From an optimization exercise on the open Yosys and OpenROAD flow, aimed at small area, a short achievable clock period and few clock cycles per item; shortcuts taken in it are not production practice. No run shown here included a check of the RTL's function; only the layout flow was run. Power figures rest on the tool's default switching activity, not on a simulated workload.

## flow/design.v (module list and top-level ports; edited modules follow where they fit)
// module scmcv_ram: 28 lines
// module scene_morph_cv_engine_core: 1903 lines
// module scmcv_top: 65 lines
module scmcv_top (
   input  logic        clock,
   input  logic        reset,
   input  logic        start,
   output logic        busy,
   input  logic [1:0]  req_cmd,
   input  logic [15:0] req_target_cv,
   input  logic [3:0]  req_target_knob,
   input  logic [15:0] req_current_cv,
   input  logic [3:0]  req_current_knob,
   input  logic [15:0] req_morph_cv,
   input  logic [14:0] req_morph_knob,
   input  logic [15:0] req_type_buttons,
   input  logic [15:0] req_focus_mask,
   input  logic [3:0]  req_scene_slot,
   input  logic [3:0]  req_channel_slot,
   input  logic [14:0] req_write_value,
   output logic        rsp_strobe,
   output logic [3:0]  rsp_channel,
   output logic [15:0] rsp_cv_out,
   output logic        rsp_type_light,
   output logic        rsp_last,
   input  logic        psel,
   input  logic        penable,
   input  logic        pwrite,
   input  logic [2:0]  paddr,
   input  logic [31:0] pwdata,
   output logic [31:0] prdata,
   output logic        pready
);
  // ...
==> flow/flow/run.sh <==
#!/bin/bash
# ORFS layout: the standard synthesis, then the standard steps with a setup
# margin (timing repair keeps working below the period) and larger clock-sink clusters.
set -euo pipefail
bash standard.sh synth > synth.log 2>&1
bash standard.sh SETUP_SLACK_MARGIN=8.3 CTS_BUF_LIST=sky130_fd_sc_hd__clkbuf_16 CTS_CLUSTER_SIZE=24 CTS_CLUSTER_DIAMETER=70 CORE_UTILIZATION=65 PLACE_DENSITY=0.80 finish > layout.log 2>&1
==> flow/standard.sh <==
#!/bin/bash
# synth_recipe.tcl (not shown) runs the flow's synth.tcl, then flattens the netlist and writes it again
# the make line also repeats each setting of config.mk as NAME=value (left out here)
make -C /OpenROAD-flow-scripts/flow DESIGN_CONFIG=/design/flow/config.mk WORK_HOME=/design/flow/orfs CLKGATE_MAP_FILE= SYNTH_SCRIPT=/design/flow/synth_recipe.tcl "${@:-finish}"
==> flow/config.mk <==
export PLATFORM = sky130hd
export DESIGN_NAME = scmcv_top
export DESIGN_NICKNAME = scmcv_top
export VERILOG_FILES = /design/flow/design.v
export SDC_FILE = /design/flow/constraint.sdc
export NUM_CORES = 4
export LEC_CHECK = 0
export CAP_MARGIN = 20
export CORE_MARGIN = 2
export CORE_UTILIZATION = 35
export PLACE_DENSITY = 0.55
export SLEW_MARGIN = 20
export SYNTH_MEMORY_MAX_BITS = 16384
==> flow/constraint.sdc <==
create_clock -name core_clock -period 12.0 [get_ports {clock}]
set_input_delay 2.4000 -clock core_clock [delete_from_list [all_inputs] [get_ports {clock}]]
set_output_delay 2.4000 -clock core_clock [all_outputs]
set_load 0.01 [all_outputs]
==> key figures, run 1 <==
Pwr
  – PD cells: 170 mW/mm^2
  – LEAKAGE: 55.9 nW
  – P_clk: 8.31 mW
  – Sequential share of power: 62.5%
  – P_seq: 15.8 mW
  – Max VDD drop: 0.000168 V

Floorplanning
  – Die Wd: 463 um
  – IO Count: 226

Timing
  – Fmax: 0.259 GHz
  – Setup TNS: 0 ns
  – Slew headroom: 18.0%

Layout
  – Multi-input gates: 4623
  – Finished Cell Area: 0.149 sq mm
  – Clock network area share: 4.36%
  – Data buffer area share: 2.31%
  – Sequential cell area share: 64.1%
  – Clock buffers: 226
  – Largest register FFs: 4080

GRT
  – GR Util met2: 50.0%
  – Largest net degree at the start of global routing: 73
  – Met3 Resource Use GR: 7.99%
  – Vias in the first global route: 81800

Setup path
  – FF-to-FF Start: u_core.tap_g[1][6]
  – CP Data Required Time: 9.60 ns
  – Crit path capture type: primary output
  – CP Depth: 2
  – Critical path buffers and inverters: 2
  – CP startpoint kind: flip-flop

Hold path
  – Hold Startpoint: u_core.u_store.g_row[5].q[22]

Placement
  – Pre-CTS setup slack: 6.80 ns

Synthesis
  – Synthesized area per cell: 13.4 sq um
  – Complex-gate fraction of the synthesized area: 11.1%

Flow run
  – Max-cap viol count: 0

Drt
  – Metal-1 WL: 148000 um
  – Via count: 81100

Outcome
  – Status: timing/DRC/antenna clean
==> run 2, diff against run 1 <==
==> flow/flow/run.sh (replaced) <==
#!/bin/bash
# ORFS layout: the standard synthesis, then the standard steps with a setup
# margin (timing repair keeps working below the period) and larger clock-sink clusters.
set -euo pipefail
bash standard.sh synth > synth.log 2>&1
bash standard.sh SETUP_SLACK_MARGIN=8.3 CTS_BUF_LIST=sky130_fd_sc_hd__clkbuf_16 CTS_CLUSTER_SIZE=24 CTS_CLUSTER_DIAMETER=70 CORE_UTILIZATION=55 PLACE_DENSITY=0.70 finish > layout.log 2>&1
==> run 2 against run 1 <==
Against the previous run:
- sequential share of layout area decreased by 0.19 points
- clock-buffer cell count is 5 higher
- critical endpoint unchanged
- non-clock buffer count fell by 38
- largest power group unchanged
- synthesized cell count did not move
- final area increased by 0.31%
- clock power increased by 1%
- highest routed layer unchanged
- first-iteration DRC count shrank 17%
- utilization down 11 points
- global-route usage shrank 5.1 points
- power increased by 0.33%
- clock skew decreased by 0.012 ns
- still clean
- register-to-register slack improved by 0.05 ns
==> key figures, run 2 <==
Timing
  – Hold Vio Cnt, Final: 0
  – Slew Limit Fails: 0
  – Setup TNS: 0 ns (unchanged)
  – Minimum clock period: 3.89 ns
  – Clock skew: 0.0783 ns
  – # setup viols final: 0
  – Period utilisation layout: 32.4%
  – Fmax: 0.257 GHz (-0.90%)
  – Unrepaired setup endpoints after global routing: yes
  – Hold Slack: 0.269 ns
  – Worst slew pin tran: 1.14 ns
  – Slew headroom: 23.9% (+5.9 points)

Synthesis
  – Sequential fraction of the synthesis area: 69.5%
  – Mapped Area: 0.137 sq mm
  – FF+latch count, synth: 4674
  – Post-synth cell types: 94
  – Cells after synthesis: 10200
  – Largest area contributor in the netlist: dfxtp_1
  – Synthesized area per cell: 13.4 sq um (unchanged)
  – Ys async rst share: 0%
  – Most frequent cells after synthesis: dfxtp_1, a22oi_1, clkbuf_1
  – Post-synth EDFFs: 172
  – Yosys warns: 7
  – Most numerous cell in the Yosys netlist: dfxtp_1
  – Share of the synthesized area in the top cell type: 65.7%
  – Main synth FF type: dfxtp_1
  – Ranking of synthesized cells by area: dfxtp_1, a22oi_1, fa_1

Clock network
  – Hold Buf Count CTS: 0
  – CTS Sinks: 4674
  – # H-tree levels: 4
  – Worst-path clk slew: 0.09 ns
  – Num CTS Buffers: 227
  – Root Buffer: clkbuf_16
  – Longest Clk Path Bufs: 3
  – CTS tree: yes
  – Worst-Skew Late Latency: 0.96 ns

Outcome
  – Status: timing/DRC/antenna clean

Floorplanning
  – Die Y-Extent: 503 um
  – Cell row count: 183
  – IO Count: 226 (unchanged)
  – Total core area: 0.248 sq mm
  – Die area: 0.253 sq mm
  – Starting Density: 55.2%
  – Die Wd: 503 um (+8.6%)

Placement
  – Hpwl dp: 229000 um
  – Dpl cells: 13300
  – Port Buffers: 160
  – Placer Congestion: 0.979

Drt
  – Wire length per cell: 26.0 um
  – Vias/cell: 5.81
  – DRC errors left: 0
  – Pre-Repair DR Iteration Count: 9
  – Initial detailed-routing violation count: 7562
  – Via count: 79200 (-2.4%)
  – Antenna violation net count after detailed routing: 0
  – Drt total wl: 355000 um

Pwr
  – Total power draw: 25.3 mW
  – PD cells: 170 mW/mm^2 (about the same)
  – LEAKAGE: 55.8 nW (-0.25%)
  – Max VDD drop: 0.000156 V (-7.0%)

Layout
  – Count of non-filler cells in the finished layout: 13600
  – Final nets: 10900
  – Registers with the most flip-flops: u_core.u_store.g_row.q: 4080 flops, u_core.mul_r: 118 flops, u_core.tap_g: 48 flops
  – Largest register FFs: 4080 (unchanged)
  – Layout cells sized above 1: 9.27%
  – Commonest non-fill, non-tap cell in the layout: dfxtp_1
  – Layout area overhead: 8.79%
  – Commonest cells after routing, fill and taps aside: dfxtp_1, a22oi_1, inv_1
  – Top reg by flops: u_core.u_store.g_row.q
  – Final Core Density: 60.1%

Setup path
  – Crit path capture type: primary output
  – Capturing point of the worst reg2reg path: u_core.a1[2]
  – CP startpoint kind: flip-flop
  – Data arrival, critical path: 1.49 ns
  – FF-to-FF Start: u_core.rq_cur_c[0]
  – CP Data Required Time: 9.60 ns (about the same)
  – Crit path max fanout: 2
  – Setup slack, reg-to-reg: 8.34 ns
  – R2R depth: 8
  – CP Class: reg2out

GRT
  – Largest net degree at the start of global routing: 81 (+11%)
  – First-pass GRT wire length: 518000 um
  – Initial antenna violation count: 30
  – Grt ovf: 0
  – All-Layer GR Usage: 27.4%
  – Vias in the first global route: 79100 (-3.2%)

Flow run
  – Max-cap viol count: 0 (unchanged)

Hold path
  – Hold EP: u_core.u_store.g_row[7].q[219]
  – Type of the worst min-delay path: reg2reg
  – Hold path cells: 0
  – Hold Startpoint: u_core.u_store.g_row[7].q[234]
==> run 2: critical path, stage by stage (launching register included) <==
cell,delay (ns)
dfxtp_4,0.36
buf_12,0.13
buf_6,0.11
==> run 2: cells by family (layout without fill, tap and decap cells) <==
| logic type | Yosys count | count (layout) | synth area share, % |
|---|---|---|---|
| other | 2 | 38 | 0.00548 |
| AND/OR/NAND/NOR | 1245 | 1245 | 5.19 |
| flip-flops | 4674 | 4674 | 69.5 |
| AO/OA/AOI/OAI | 2140 | 2140 | 11.1 |
| multiplexers | 317 | 317 | 2.65 |
| XOR/XNOR | 388 | 388 | 2.48 |
| adder cells (fa/ha/maj) | 501 | 501 | 6.29 |
| buffers and inverters | 956 | 990 | 2.80 |
==> run 2: layout make-up <==
| class | count | area, sq um |
|---|---|---|
| fill | 19100 | 99100 |
| antenna | 6 | 15.0 |
| clock buffer | 231 | 5780 |
| inverter | 366 | 1410 |
| tap | 3330 | 4170 |
| multi-input combinational | 4623 | 38500 |
| timing repair buffer | 339 | 3030 |
| clock inverter | 54 | 878 |
| sequential | 4674 | 95400 |
==> run 2: power by group <==
group | total, mW | internal, mW | leakage, nW | switching (mW)
logic | 1.10 | 0.372 | 14.6 | 0.729
clock network | 8.40 | 3.58 | 3.26 | 4.82
registers | 15.8 | 15.7 | 37.9 | 0.141
total | 25.3 | 19.6 | 55.8 | 5.69
==> run 2: through the flow <==
stage	area [sq um]	setup WS, ns
5_1_grt	149000	8.05
4_1_cts	149000	7.93
3_3_place_gp	142000	6.75
3_5_place_dp	142000	6.77
2_1_floorplan	137000	8.10
6_report	149000	8.11
==> run 2: per-layer routing <==
metal / global-route usage (%) / share of wire (%) / vias up / routed length [um]
li1: - / - / 35700 / -
met1: 38.2 / 44 / 39600 / 155000
met2: 40.6 / 43 / 3237 / 152000
met3: 6.68 / 8.7 / 690 / 30900
met4: 12.3 / 4.8 / 8 / 16900
met5: 0 / 0.014 / - / 50
==> run 2: worst max path at each step <==
| stage | from | to | slack (ns) | depth (start not counted) |
|---|---|---|---|---|
| floorplan | req_current_knob[1] | u_core.rq_cur_l[9] | 8.10 | 8 |
| global placement | req_current_knob[0] | u_core.rq_cur_l[9] | 6.75 | 8 |
| detailed placement | req_current_knob[0] | u_core.rq_cur_l[9] | 6.77 | 8 |
| CTS | u_core.busy_ff | busy | 7.93 | 2 |
| global route | u_core.busy_ff | busy | 8.05 | 2 |
| finish | u_core.busy_ff | busy | 8.11 | 2 |
==> run 2: timing repair <==
item,in CTS,in global routing
gates cloned,1,2
setup buffers,23,14
endpoints found under the setup margin,150,125
resized for setup,156,70
pin swaps,7,6

port drivers added, routing unchanged:
No port has a modelled driver above. Below, the same layouts with a new extraction and two added sets of constraints.
Step 1: set_driving_cell puts a clkbuf_16 on clock and a buf_2 on each other input, an assumption about the parent block.
Step 2 moves the port delays by t, midway between the first and last clock arrival at a register: inputs arrive t later, outputs are due t later. That takes back most of the time a late clock gives input paths.
Three values: ideal, step 1, step 2; two values: the first two.
run | t (ns) | setup slack, ns | worst setup path at the end | worst register clock-pin slew, ns | worst slew at a driven data input, ns
run 1 | 0.990 | 8.145 / 8.050 / 7.426 | input to register | 0.10 / 0.10 | 0.13
run 2 | 1.024 | 8.110 / 7.994 / 7.421 | input to register | 0.10 / 0.10 | 0.11
After both steps setup and hold are still met in every run listed. The setup slack of run 1, which loses most, moves by -0.095 ns with the drivers and by -0.719 ns with both steps.
